This design comes from an exercise in tuning for small area, a short achievable clock period and few clock cycles per item on the open sky130 flow, not from production work. Only simulation tests tie the RTL to the original design; equivalence was not proved. Power and IR drop assume default switching activity.

==> flow/design.v <==
package rv_pkg;
	parameter int XLEN   = 32;
	parameter int REG_AW = 5;
	parameter logic [6:0] OP_R     = 7'b0110011;
	parameter logic [6:0] OP_IMM   = 7'b0010011;
	parameter logic [6:0] OP_LOAD  = 7'b0000011;
	parameter logic [6:0] OP_STORE = 7'b0100011;
	parameter logic [2:0] F3_ADD  = 3'b000;
	parameter logic [2:0] F3_SLL  = 3'b001;
	parameter logic [2:0] F3_SLT  = 3'b010;
	parameter logic [2:0] F3_SLTU = 3'b011;
	parameter logic [2:0] F3_XOR  = 3'b100;
	parameter logic [2:0] F3_SR   = 3'b101;
	parameter logic [2:0] F3_OR   = 3'b110;
	parameter logic [2:0] F3_AND  = 3'b111;
	typedef enum logic [3:0] {
		ALU_ADD  = 4'd0,
		ALU_SUB  = 4'd1,
		ALU_SLL  = 4'd2,
		ALU_SLT  = 4'd3,
		ALU_SLTU = 4'd4,
		ALU_XOR  = 4'd5,
		ALU_SRL  = 4'd6,
		ALU_SRA  = 4'd7,
		ALU_OR   = 4'd8,
		ALU_AND  = 4'd9
	} alu_op_e;
endpackage
`timescale 1ns/1ps
import rv_pkg::*;
module rv_alu (
	input  rv_pkg::alu_op_e         op,
	input  logic [XLEN-1:0] a,
	input  logic [XLEN-1:0] b,
	output logic [XLEN-1:0] result
);
	logic [4:0] shamt;
	logic       lt_s;
	logic       lt_u;
	assign shamt = b[4:0];
	assign lt_s  = $signed(a) < $signed(b);
	assign lt_u  = a < b;
	always_comb begin
		case (op)
			ALU_ADD:  result = a + b;
			ALU_SUB:  result = a - b;
			ALU_SLL:  result = a << shamt;
			ALU_SLT:  result = {{(XLEN-1){1'b0}}, lt_s};
			ALU_SLTU: result = {{(XLEN-1){1'b0}}, lt_u};
			ALU_XOR:  result = a ^ b;
			ALU_SRL:  result = a >> shamt;
			ALU_SRA:  result = XLEN'($signed(a) >>> shamt);
			ALU_OR:   result = a | b;
			ALU_AND:  result = a & b;
			default:  result = '0;
		endcase
	end
endmodule
`timescale 1ns/1ps
import rv_pkg::*;
module rv_fetch #(
	parameter int IMEM_AW = 12
) (
	input  logic               CLK,
	input  logic               RSTn,
	input  logic [XLEN-1:0]    i_mem_rdata,
	output logic [IMEM_AW-1:0] i_mem_addr,
	output logic               if_valid,
	output logic [XLEN-1:0]    if_instr,
	output logic [IMEM_AW-1:0] if_pc
);
	logic [IMEM_AW-1:0] pc;
	assign i_mem_addr = pc;
	always_ff @(posedge CLK) begin
		if (RSTn) begin
			pc       <= '0;
			if_valid <= 1'b0;
		end else begin
			pc       <= pc + IMEM_AW'(4);
			if_valid <= 1'b1;
		end
	end
	always_ff @(posedge CLK) begin
		if_instr <= i_mem_rdata;
		if_pc    <= pc;
	end
endmodule
`timescale 1ns/1ps
import rv_pkg::*;
module rv_decode #(
	parameter int IMEM_AW = 12
) (
	input  logic               CLK,
	input  logic               RSTn,
	input  logic               if_valid,
	input  logic [XLEN-1:0]    if_instr,
	input  logic [IMEM_AW-1:0] if_pc,
	input  logic [XLEN-1:0]    rf_rd1,
	input  logic [XLEN-1:0]    rf_rd2,
	input  logic               wb_we,
	input  logic [REG_AW-1:0]  wb_wa,
	input  logic [XLEN-1:0]    wb_wd,
	output logic [REG_AW-1:0]  rf_ra1,
	output logic [REG_AW-1:0]  rf_ra2,
	output logic               id_valid,
	output logic [XLEN-1:0]    id_op_a,
	output logic [XLEN-1:0]    id_op_b_reg,
	output logic [XLEN-1:0]    id_imm,
	output logic               id_use_imm,
	output rv_pkg::alu_op_e            id_alu_op,
	output logic [REG_AW-1:0]  id_rs1,
	output logic [REG_AW-1:0]  id_rs2,
	output logic [REG_AW-1:0]  id_rd,
	output logic               id_reg_we,
	output logic               id_store,
	output logic               id_load,
	output logic [IMEM_AW-1:0] id_pc
);
	function automatic logic fwd_hit(
		input logic              we,
		input logic [REG_AW-1:0] rd,
		input logic [REG_AW-1:0] rs
	);
		fwd_hit = we && (rd != '0) && (rd == rs);
	endfunction
	logic [6:0]        opcode;
	logic [2:0]        f3;
	logic [REG_AW-1:0] rd;
	logic [XLEN-1:0]   imm;
	logic [XLEN-1:0]   rs1_val;
	logic [XLEN-1:0]   rs2_val;
	logic              is_alu;
	logic              reg_we;
	rv_pkg::alu_op_e           alu_op;
	assign opcode = if_instr[6:0];
	assign f3     = if_instr[14:12];
	assign rd     = if_instr[11:7];
	assign rf_ra1 = if_instr[19:15];
	assign rf_ra2 = if_instr[24:20];
	assign imm = (opcode == OP_STORE) ?
		{{20{if_instr[31]}}, if_instr[31:25], if_instr[11:7]} :
		{{20{if_instr[31]}}, if_instr[31:20]};
	assign is_alu = (opcode == OP_R) || (opcode == OP_IMM);
	assign reg_we = (is_alu || (opcode == OP_LOAD)) && (rd != '0);
	always_comb begin
		alu_op = ALU_ADD;
		if (is_alu) begin
			case (f3)
				F3_ADD:  alu_op = (opcode == OP_R && if_instr[30]) ? ALU_SUB : ALU_ADD;
				F3_SLL:  alu_op = ALU_SLL;
				F3_SLT:  alu_op = ALU_SLT;
				F3_SLTU: alu_op = ALU_SLTU;
				F3_XOR:  alu_op = ALU_XOR;
				F3_SR:   alu_op = if_instr[30] ? ALU_SRA : ALU_SRL;
				F3_OR:   alu_op = ALU_OR;
				F3_AND:  alu_op = ALU_AND;
				default: alu_op = ALU_ADD;
			endcase
		end
	end
	assign rs1_val = fwd_hit(wb_we, wb_wa, rf_ra1) ? wb_wd : rf_rd1;
	assign rs2_val = fwd_hit(wb_we, wb_wa, rf_ra2) ? wb_wd : rf_rd2;
	always_ff @(posedge CLK) begin
		if (RSTn) begin
			id_valid  <= 1'b0;
			id_reg_we <= 1'b0;
			id_store  <= 1'b0;
		end else begin
			id_valid  <= if_valid;
			id_reg_we <= if_valid && reg_we;
			id_store  <= if_valid && (opcode == OP_STORE);
		end
	end
	always_ff @(posedge CLK) begin
		id_op_a     <= rs1_val;
		id_op_b_reg <= rs2_val;
		id_imm      <= imm;
		id_use_imm  <= (opcode != OP_R);
		id_alu_op   <= alu_op;
		id_rs1      <= rf_ra1;
		id_rs2      <= rf_ra2;
		id_rd       <= rd;
		id_load     <= (opcode == OP_LOAD);
		id_pc       <= if_pc;
	end
endmodule
`timescale 1ns/1ps
import rv_pkg::*;
module rv_execute #(
	parameter int IMEM_AW = 12
) (
	input  logic               CLK,
	input  logic               RSTn,
	input  logic               id_valid,
	input  logic [XLEN-1:0]    id_op_a,
	input  logic [XLEN-1:0]    id_op_b_reg,
	input  logic [XLEN-1:0]    id_imm,
	input  logic               id_use_imm,
	input  rv_pkg::alu_op_e            id_alu_op,
	input  logic [REG_AW-1:0]  id_rs1,
	input  logic [REG_AW-1:0]  id_rs2,
	input  logic [REG_AW-1:0]  id_rd,
	input  logic               id_reg_we,
	input  logic               id_store,
	input  logic               id_load,
	input  logic [IMEM_AW-1:0] id_pc,
	input  logic               mem_fwd_we,
	input  logic [REG_AW-1:0]  mem_fwd_rd,
	input  logic [XLEN-1:0]    mem_fwd_val,
	input  logic               wb_we,
	input  logic [REG_AW-1:0]  wb_wa,
	input  logic [XLEN-1:0]    wb_wd,
	output logic               ex_valid,
	output logic [XLEN-1:0]    ex_result,
	output logic [XLEN-1:0]    ex_store_data,
	output logic [REG_AW-1:0]  ex_rd,
	output logic               ex_reg_we,
	output logic               ex_store,
	output logic               ex_load,
	output logic [IMEM_AW-1:0] ex_pc
);
	function automatic logic fwd_hit(
		input logic              we,
		input logic [REG_AW-1:0] rd,
		input logic [REG_AW-1:0] rs
	);
		fwd_hit = we && (rd != '0) && (rd == rs);
	endfunction
	logic [XLEN-1:0] fwd_a;
	logic [XLEN-1:0] fwd_b;
	logic [XLEN-1:0] alu_b;
	logic [XLEN-1:0] alu_y;
	always_comb begin
		if (fwd_hit(mem_fwd_we, mem_fwd_rd, id_rs1))
			fwd_a = mem_fwd_val;
		else if (fwd_hit(wb_we, wb_wa, id_rs1))
			fwd_a = wb_wd;
		else
			fwd_a = id_op_a;
		if (fwd_hit(mem_fwd_we, mem_fwd_rd, id_rs2))
			fwd_b = mem_fwd_val;
		else if (fwd_hit(wb_we, wb_wa, id_rs2))
			fwd_b = wb_wd;
		else
			fwd_b = id_op_b_reg;
	end
	assign alu_b = id_use_imm ? id_imm : fwd_b;
	rv_alu u_alu (
		.op     (id_alu_op),
		.a      (fwd_a),
		.b      (alu_b),
		.result (alu_y)
	);
	always_ff @(posedge CLK) begin
		if (RSTn) begin
			ex_valid  <= 1'b0;
			ex_reg_we <= 1'b0;
			ex_store  <= 1'b0;
		end else begin
			ex_valid  <= id_valid;
			ex_reg_we <= id_reg_we;
			ex_store  <= id_store;
		end
	end
	always_ff @(posedge CLK) begin
		ex_result     <= alu_y;
		ex_store_data <= fwd_b;
		ex_rd         <= id_rd;
		ex_load       <= id_load;
		ex_pc         <= id_pc;
	end
endmodule
`timescale 1ns/1ps
import rv_pkg::*;
module rv_mem_wb #(
	parameter int IMEM_AW = 12,
	parameter int DMEM_AW = 12
) (
	input  logic               CLK,
	input  logic               RSTn,
	input  logic               ex_valid,
	input  logic [XLEN-1:0]    ex_result,
	input  logic [XLEN-1:0]    ex_store_data,
	input  logic [REG_AW-1:0]  ex_rd,
	input  logic               ex_reg_we,
	input  logic               ex_store,
	input  logic               ex_load,
	input  logic [IMEM_AW-1:0] ex_pc,
	input  logic [XLEN-1:0]    d_mem_rdata,
	output logic [DMEM_AW-1:0] d_mem_addr,
	output logic [XLEN-1:0]    d_mem_wdata,
	output logic               d_mem_we,
	output logic               mem_fwd_we,
	output logic [REG_AW-1:0]  mem_fwd_rd,
	output logic [XLEN-1:0]    mem_fwd_val,
	output logic               rf_we,
	output logic [REG_AW-1:0]  rf_wa,
	output logic [XLEN-1:0]    rf_wd,
	output logic [31:0]        num_inst
);
	logic               wb_valid;
	logic               wb_reg_we;
	logic [REG_AW-1:0]  wb_rd;
	logic [XLEN-1:0]    wb_val;
	assign d_mem_addr  = ex_result[DMEM_AW+1:2];
	assign d_mem_wdata = ex_store_data;
	assign d_mem_we    = ex_valid && ex_store;
	assign mem_fwd_we  = ex_valid && ex_reg_we;
	assign mem_fwd_rd  = ex_rd;
	assign mem_fwd_val = ex_load ? d_mem_rdata : ex_result;
	always_ff @(posedge CLK) begin
		if (RSTn) begin
			wb_valid  <= 1'b0;
			wb_reg_we <= 1'b0;
		end else begin
			wb_valid  <= ex_valid;
			wb_reg_we <= mem_fwd_we;
		end
	end
	always_ff @(posedge CLK) begin
		wb_rd  <= ex_rd;
		wb_val <= mem_fwd_val;
	end
	assign rf_we = wb_valid && wb_reg_we;
	assign rf_wa = wb_rd;
	assign rf_wd = wb_val;
	always_ff @(posedge CLK) begin
		if (RSTn)
			num_inst <= '0;
		else if (wb_valid)
			num_inst <= num_inst + 32'd1;
	end
endmodule
`timescale 1ns/1ps
import rv_pkg::*;
module rv_core_top #(
	parameter int IMEM_AW = 12,
	parameter int DMEM_AW = 12
) (
	input  logic               CLK,
	input  logic               RSTn,
	output logic [IMEM_AW-1:0] i_mem_addr,
	input  logic [XLEN-1:0]    i_mem_rdata,
	output logic [REG_AW-1:0]  rf_ra1,
	output logic [REG_AW-1:0]  rf_ra2,
	input  logic [XLEN-1:0]    rf_rd1,
	input  logic [XLEN-1:0]    rf_rd2,
	output logic               rf_we,
	output logic [REG_AW-1:0]  rf_wa,
	output logic [XLEN-1:0]    rf_wd,
	output logic [DMEM_AW-1:0] d_mem_addr,
	output logic [XLEN-1:0]    d_mem_wdata,
	output logic               d_mem_we,
	input  logic [XLEN-1:0]    d_mem_rdata,
	output logic [31:0]        num_inst
);
	logic               if_valid;
	logic [XLEN-1:0]    if_instr;
	logic [IMEM_AW-1:0] if_pc;
	logic               id_valid;
	logic [XLEN-1:0]    id_op_a;
	logic [XLEN-1:0]    id_op_b_reg;
	logic [XLEN-1:0]    id_imm;
	logic               id_use_imm;
	rv_pkg::alu_op_e            id_alu_op;
	logic [REG_AW-1:0]  id_rs1;
	logic [REG_AW-1:0]  id_rs2;
	logic [REG_AW-1:0]  id_rd;
	logic               id_reg_we;
	logic               id_store;
	logic               id_load;
	logic [IMEM_AW-1:0] id_pc;
	logic               ex_valid;
	logic [XLEN-1:0]    ex_result;
	logic [XLEN-1:0]    ex_store_data;
	logic [REG_AW-1:0]  ex_rd;
	logic               ex_reg_we;
	logic               ex_store;
	logic               ex_load;
	logic [IMEM_AW-1:0] ex_pc;
	logic               mem_fwd_we;
	logic [REG_AW-1:0]  mem_fwd_rd;
	logic [XLEN-1:0]    mem_fwd_val;
	rv_fetch #(.IMEM_AW(IMEM_AW)) u_fetch (
		.CLK         (CLK),
		.RSTn        (RSTn),
		.i_mem_rdata (i_mem_rdata),
		.i_mem_addr  (i_mem_addr),
		.if_valid    (if_valid),
		.if_instr    (if_instr),
		.if_pc       (if_pc)
	);
	rv_decode #(.IMEM_AW(IMEM_AW)) u_decode (
		.CLK         (CLK),
		.RSTn        (RSTn),
		.if_valid    (if_valid),
		.if_instr    (if_instr),
		.if_pc       (if_pc),
		.rf_rd1      (rf_rd1),
		.rf_rd2      (rf_rd2),
		.wb_we       (rf_we),
		.wb_wa       (rf_wa),
		.wb_wd       (rf_wd),
		.rf_ra1      (rf_ra1),
		.rf_ra2      (rf_ra2),
		.id_valid    (id_valid),
		.id_op_a     (id_op_a),
		.id_op_b_reg (id_op_b_reg),
		.id_imm      (id_imm),
		.id_use_imm  (id_use_imm),
		.id_alu_op   (id_alu_op),
		.id_rs1      (id_rs1),
		.id_rs2      (id_rs2),
		.id_rd       (id_rd),
		.id_reg_we   (id_reg_we),
		.id_store    (id_store),
		.id_load     (id_load),
		.id_pc       (id_pc)
	);
	rv_execute #(.IMEM_AW(IMEM_AW)) u_execute (
		.CLK           (CLK),
		.RSTn          (RSTn),
		.id_valid      (id_valid),
		.id_op_a       (id_op_a),
		.id_op_b_reg   (id_op_b_reg),
		.id_imm        (id_imm),
		.id_use_imm    (id_use_imm),
		.id_alu_op     (id_alu_op),
		.id_rs1        (id_rs1),
		.id_rs2        (id_rs2),
		.id_rd         (id_rd),
		.id_reg_we     (id_reg_we),
		.id_store      (id_store),
		.id_load       (id_load),
		.id_pc         (id_pc),
		.mem_fwd_we    (mem_fwd_we),
		.mem_fwd_rd    (mem_fwd_rd),
		.mem_fwd_val   (mem_fwd_val),
		.wb_we         (rf_we),
		.wb_wa         (rf_wa),
		.wb_wd         (rf_wd),
		.ex_valid      (ex_valid),
		.ex_result     (ex_result),
		.ex_store_data (ex_store_data),
		.ex_rd         (ex_rd),
		.ex_reg_we     (ex_reg_we),
		.ex_store      (ex_store),
		.ex_load       (ex_load),
		.ex_pc         (ex_pc)
	);
	rv_mem_wb #(.IMEM_AW(IMEM_AW), .DMEM_AW(DMEM_AW)) u_mem_wb (
		.CLK           (CLK),
		.RSTn          (RSTn),
		.ex_valid      (ex_valid),
		.ex_result     (ex_result),
		.ex_store_data (ex_store_data),
		.ex_rd         (ex_rd),
		.ex_reg_we     (ex_reg_we),
		.ex_store      (ex_store),
		.ex_load       (ex_load),
		.ex_pc         (ex_pc),
		.d_mem_rdata   (d_mem_rdata),
		.d_mem_addr    (d_mem_addr),
		.d_mem_wdata   (d_mem_wdata),
		.d_mem_we      (d_mem_we),
		.mem_fwd_we    (mem_fwd_we),
		.mem_fwd_rd    (mem_fwd_rd),
		.mem_fwd_val   (mem_fwd_val),
		.rf_we         (rf_we),
		.rf_wa         (rf_wa),
		.rf_wd         (rf_wd),
		.num_inst      (num_inst)
	);
endmodule
==> flow/run.sh <==
#!/bin/bash
# synth_recipe.tcl (not shown) runs the flow's synth.tcl, then flattens the netlist and writes it again
# the make line also repeats each setting of config.mk as NAME=value (left out here)
make -C /OpenROAD-flow-scripts/flow DESIGN_CONFIG=/design/flow/config.mk WORK_HOME=/design/flow/orfs CLKGATE_MAP_FILE= SYNTH_SCRIPT=/design/flow/synth_recipe.tcl finish
==> flow/config.mk <==
export PLATFORM = sky130hd
export DESIGN_NAME = rv_core_top
export DESIGN_NICKNAME = rv_core_top
export VERILOG_FILES = /design/flow/design.v
export SDC_FILE = /design/flow/constraint.sdc
export NUM_CORES = 4
export LEC_CHECK = 0
export CAP_MARGIN = 20
export CORE_MARGIN = 2
export CORE_UTILIZATION = 30
export SLEW_MARGIN = 20
==> flow/constraint.sdc <==
create_clock -name core_clock -period 6.5 [get_ports {CLK}]
set_input_delay 1.3000 -clock core_clock [delete_from_list [all_inputs] [get_ports {CLK}]]
set_output_delay 1.3000 -clock core_clock [all_outputs]
set_load 0.01 [all_outputs]
==> results.txt <==
# TYPE chip_impl_metric gauge
chip_impl_metric{name="cts_resized",unit=""} 0
chip_impl_info{name="layout_common_cells",value="sky130_fd_sc_hd__dfxtp_1, sky130_fd_sc_hd__clkdlybuf4s50_1, sky130_fd_sc_hd__nand2_1"} 1
chip_impl_metric{name="clkTransAtPathRegs",unit="ns"} 0.06
chip_impl_metric{name="placer_congestion",unit=""} 1.05
chip_impl_metric{name="tns",unit="ns"} 0
chip_impl_metric{name="insertion_delay_of_the_later_clocked_pin_in_the_worst_skew_pair",unit="ns"} 0.62
chip_impl_metric{name="synth_edf_count",unit=""} 0
chip_impl_metric{name="dp_worst_setup_slack",unit="ns"} 0.298
chip_impl_metric{name="post_layout_minimum_cycle_time",unit="ns"} 6.21
chip_impl_metric{name="clock_path_buffers",unit=""} 3
chip_impl_metric{name="hold_depth",unit=""} 0
chip_impl_metric{name="grt_max_degree",unit=""} 79
chip_impl_metric{name="grt_pass1_vias",unit=""} 20000
chip_impl_metric{name="yosysTopAreaCellShare",unit=""} 0.300
chip_impl_metric{name="power.total",unit="mW"} 5.29
chip_impl_metric{name="cts-buffers-inserted",unit=""} 31
chip_impl_metric{name="post-route-drc-count",unit=""} 0
chip_impl_info{name="clockRootBuffer",value="sky130_fd_sc_hd__clkbuf_16"} 1
chip_impl_metric{name="timing.clock.skew",unit="ns"} 0.0488
chip_impl_metric{name="design.core.area",unit="µm²"} 63200
chip_impl_metric{name="irDropWorstVdd",unit="mV"} 0.203
chip_impl_metric{name="timing.final.crit_share",unit=""} 0.956
chip_impl_metric{name="cp_max_fo",unit=""} 42
chip_impl_metric{name="netlist_instances",unit=""} 2407
chip_impl_metric{name="place.detailed.hpwl",unit="µm"} 74400
chip_impl_metric{name="drt-pass1-iter-count",unit=""} 6
chip_impl_metric{name="dr_total_vias",unit=""} 20900
chip_impl_metric{name="detail_route.wirelength",unit="µm"} 96700
chip_impl_metric{name="cts_setup_buffers",unit=""} 0
chip_impl_info{name="cts_tree",value="done"} 1
chip_impl_metric{name="timing.max_cap.violations",unit=""} 0
chip_impl_metric{name="io_pins",unit=""} 267
chip_impl_metric{name="grt_first_pass_wirelength",unit="µm"} 140000
chip_impl_metric{name="dieHeight",unit="µm"} 257
chip_impl_metric{name="yosysSeqAreaShare",unit=""} 0.300
chip_impl_metric{name="finalInstanceArea",unit="µm²"} 24100
chip_impl_metric{name="route.detailed.wl_per_inst",unit="µm"} 27.7
chip_impl_metric{name="fmax",unit="MHz"} 161
chip_impl_metric{name="numPortBuffers",unit=""} 264
chip_impl_metric{name="postSynth.asyncResetShare",unit=""} 0
chip_impl_info{name="synth_top_area_cells",value="sky130_fd_sc_hd__dfxtp_1, sky130_fd_sc_hd__ha_1, sky130_fd_sc_hd__mux2_2"} 1
chip_impl_metric{name="p_per_area",unit="nW/µm²"} 220
chip_impl_info{name="criticalPathCategory",value="register to register"} 1
chip_impl_metric{name="syn_to_final_growth",unit="%"} 25.4
chip_impl_info{name="status",value="timing/DRC/antenna clean"} 1
chip_impl_metric{name="worstPathRequired",unit="ns"} 6.98
chip_impl_metric{name="finalNetCount",unit=""} 2858
chip_impl_metric{name="placed_insts",unit=""} 3436
chip_impl_metric{name="whs",unit="ns"} 0.327
chip_impl_metric{name="global_route.usage.total",unit=""} 0.282
chip_impl_metric{name="detail_route.vias_per_cell",unit=""} 5.97
chip_impl_metric{name="worstPathArrival",unit="ns"} 6.69
chip_impl_info{name="cp-start-kind",value="register"} 1
chip_impl_metric{name="drive_above_1_share",unit=""} 0.126
chip_impl_metric{name="reg2regPathDepth",unit=""} 20
chip_impl_metric{name="number_of_nets_with_antenna_violations_after_routing",unit=""} 0
chip_impl_metric{name="maximum_level_of_the_cts_h_tree",unit=""} 1
chip_impl_metric{name="finalSetupViolCount",unit=""} 0
chip_impl_info{name="rsz0062_at_grt",value="no"} 1
chip_impl_metric{name="synth.ff_latch_count",unit=""} 287
chip_impl_metric{name="n_fill_cell",unit=""} 6467
chip_impl_metric{name="stdcell_count",unit=""} 3497
chip_impl_metric{name="grt.overflow.total",unit=""} 0
chip_impl_metric{name="yosys_warnings",unit=""} 5
chip_impl_metric{name="initial_core_utilization",unit=""} 0.303
chip_impl_metric{name="clock_sinks",unit=""} 287
chip_impl_info{name="hp_class",value="register to register"} 1
chip_impl_metric{name="p_leak",unit="nW"} 9.30
chip_impl_metric{name="pins_over_their_slew_limit",unit=""} 0
chip_impl_metric{name="die_area",unit="µm²"} 66000
chip_impl_metric{name="layout_setup_ws",unit="ns"} 0.288
chip_impl_metric{name="slew_headroom",unit=""} 0.351
chip_impl_metric{name="dpl-instance-area",unit="µm²"} 23000
chip_impl_metric{name="timing_worst_slew_pin_value",unit="ns"} 0.969
chip_impl_info{name="timing.critical_path.to_type",value="register"} 1
chip_impl_metric{name="netlist-cell-type-count",unit=""} 94
chip_impl_metric{name="placement_rows",unit=""} 92
chip_impl_metric{name="die_width",unit="µm"} 257
chip_impl_info{name="final_common_cell",value="sky130_fd_sc_hd__dfxtp_1"} 1
chip_impl_metric{name="drt_first_iter_violations",unit=""} 2542
chip_impl_metric{name="holdBufCountCts",unit=""} 0
chip_impl_metric{name="finalHoldViolations",unit=""} 0
chip_impl_info{name="post-synth-top-area-cell",value="sky130_fd_sc_hd__dfxtp_1"} 1
chip_impl_metric{name="finalCoreUtilization",unit=""} 0.381
chip_impl_metric{name="syn_avg_cell_area",unit="µm²"} 7.97
chip_impl_metric{name="synth.cell_area",unit="µm²"} 19200
chip_impl_info{name="dominantRegCellSynth",value="sky130_fd_sc_hd__dfxtp_1"} 1
chip_impl_metric{name="antenna_found_initial",unit=""} 5
==> worst paths after layout <==
check | slack (ns) | endpoint | start
worst max-delay path | 0.29 | u_execute.ex_result[29] | u_execute.ex_rd[1]
worst min-delay path | 0.33 | u_execute.ex_load | u_decode.id_load
worst max register to register | 0.29 | u_execute.ex_result[29] | u_execute.ex_rd[1]
worst min register to register | 0.33 | u_execute.ex_load | u_decode.id_load
==> critical path, cell delays in order, from the launching register on <==
cell	delay (ns)
sky130_fd_sc_hd__dfxtp_1	0.36
sky130_fd_sc_hd__or4_1	0.63
sky130_fd_sc_hd__o211ai_2	0.41
sky130_fd_sc_hd__nor2_4	0.23
sky130_fd_sc_hd__buf_12	0.23
sky130_fd_sc_hd__o21ai_0	0.71
sky130_fd_sc_hd__a21o_1	0.38
sky130_fd_sc_hd__inv_1	0.11
sky130_fd_sc_hd__ha_1	0.25
sky130_fd_sc_hd__nor2_1	0.11
sky130_fd_sc_hd__a221oi_1	0.13
sky130_fd_sc_hd__o311ai_0	0.33
sky130_fd_sc_hd__o311ai_0	0.23
sky130_fd_sc_hd__buf_4	0.22
sky130_fd_sc_hd__a211oi_1	0.44
sky130_fd_sc_hd__a21oi_1	0.14
sky130_fd_sc_hd__buf_4	0.16
sky130_fd_sc_hd__o21ai_0	0.24
sky130_fd_sc_hd__mux2i_1	0.21
sky130_fd_sc_hd__nor2_1	0.05
sky130_fd_sc_hd__or4_1	0.50
==> logic make-up (layout without fill, tap and decap cells) <==
logic type | Yosys count | count (layout) | share of synthesized area
compound gates | 705 | 705 | 0.245
xor+xnor | 72 | 72 | 0.0329
fa+ha+maj | 104 | 104 | 0.0686
buf+inv | 302 | 543 | 0.0676
flops | 287 | 287 | 0.300
mux | 167 | 167 | 0.0966
other cells | 1 | 4 | 0.000196
simple gates | 769 | 769 | 0.190
==> report_power, final <==
part | switching [mW] | internal (mW) | leakage [nW]
logic | 0.822 | 0.553 | 6.38
clock network | 0.806 | 1.08 | 0.514
registers | 0.134 | 1.89 | 2.40
==> per-layer routing <==
| layer | routed length [µm] | global-route usage | vias up |
|---|---|---|---|
| met5 | 38 | 0 | - |
| met4 | 5970 | 0.147 | 6 |
| met3 | 7860 | 0.0515 | 271 |
| met2 | 43500 | 0.454 | 1225 |
| met1 | 39400 | 0.359 | 10100 |
| li1 | - | - | 9241 |
==> synth_stat cells (55+ instances only) <==
cell type                  instances
sky130_fd_sc_hd__dfxtp_1         287
sky130_fd_sc_hd__nand2_1         196
sky130_fd_sc_hd__mux2_2          111
sky130_fd_sc_hd__inv_1           101
sky130_fd_sc_hd__a21oi_1         130
sky130_fd_sc_hd__nor3_1           79
sky130_fd_sc_hd__nor2_1          170
sky130_fd_sc_hd__clkbuf_1        117
sky130_fd_sc_hd__nand3_1         180
sky130_fd_sc_hd__o21ai_0         179
sky130_fd_sc_hd__ha_1            102
sky130_fd_sc_hd__a31oi_1          55
==> layout make-up <==
type                            instances  area, µm²  share of cell area
Antenna cell                            2       5.00            0.000208
Tap cell                              846       1060              0.0440
Multi-Input combinational cell       1819      12200               0.508
Clock buffer                           37        828              0.0344
Sequential cell                       287       5750               0.239
Clock inverter                         21        244              0.0101
Timing Repair Buffer                  379       3540               0.147
Inverter                              106        398              0.0165
Testbench counts, summed over its fixed seeds: cycles 4,832, instructions 4,800.

## static timing again, ports no longer ideal
How much do the figures lean on ideal ports? The routed layout below was timed once more, with nothing changed but the port constraints.
Step 1 sets driving cells, clkbuf_16 on the clock port and buf_2 on the other inputs (assumed; they add their load-dependent delay and slew).
Step 2, shift: input delay + t, output delay - t, t = (earliest + latest rising clock arrival at the registers) / 2. This alone moves slack from input paths to output paths.
Three values: no drivers, after step 1, after step 2; two values: the first two.
shift t [ns]: 0.653
setup slack, ns: 0.288 / 0.288 / 0.201
worst slew at a driven data input, ns: 0.12
After both steps setup and hold are still met in this run. For this run, drivers alone change the setup slack by 0.000 ns; drivers and shift together by -0.087 ns.
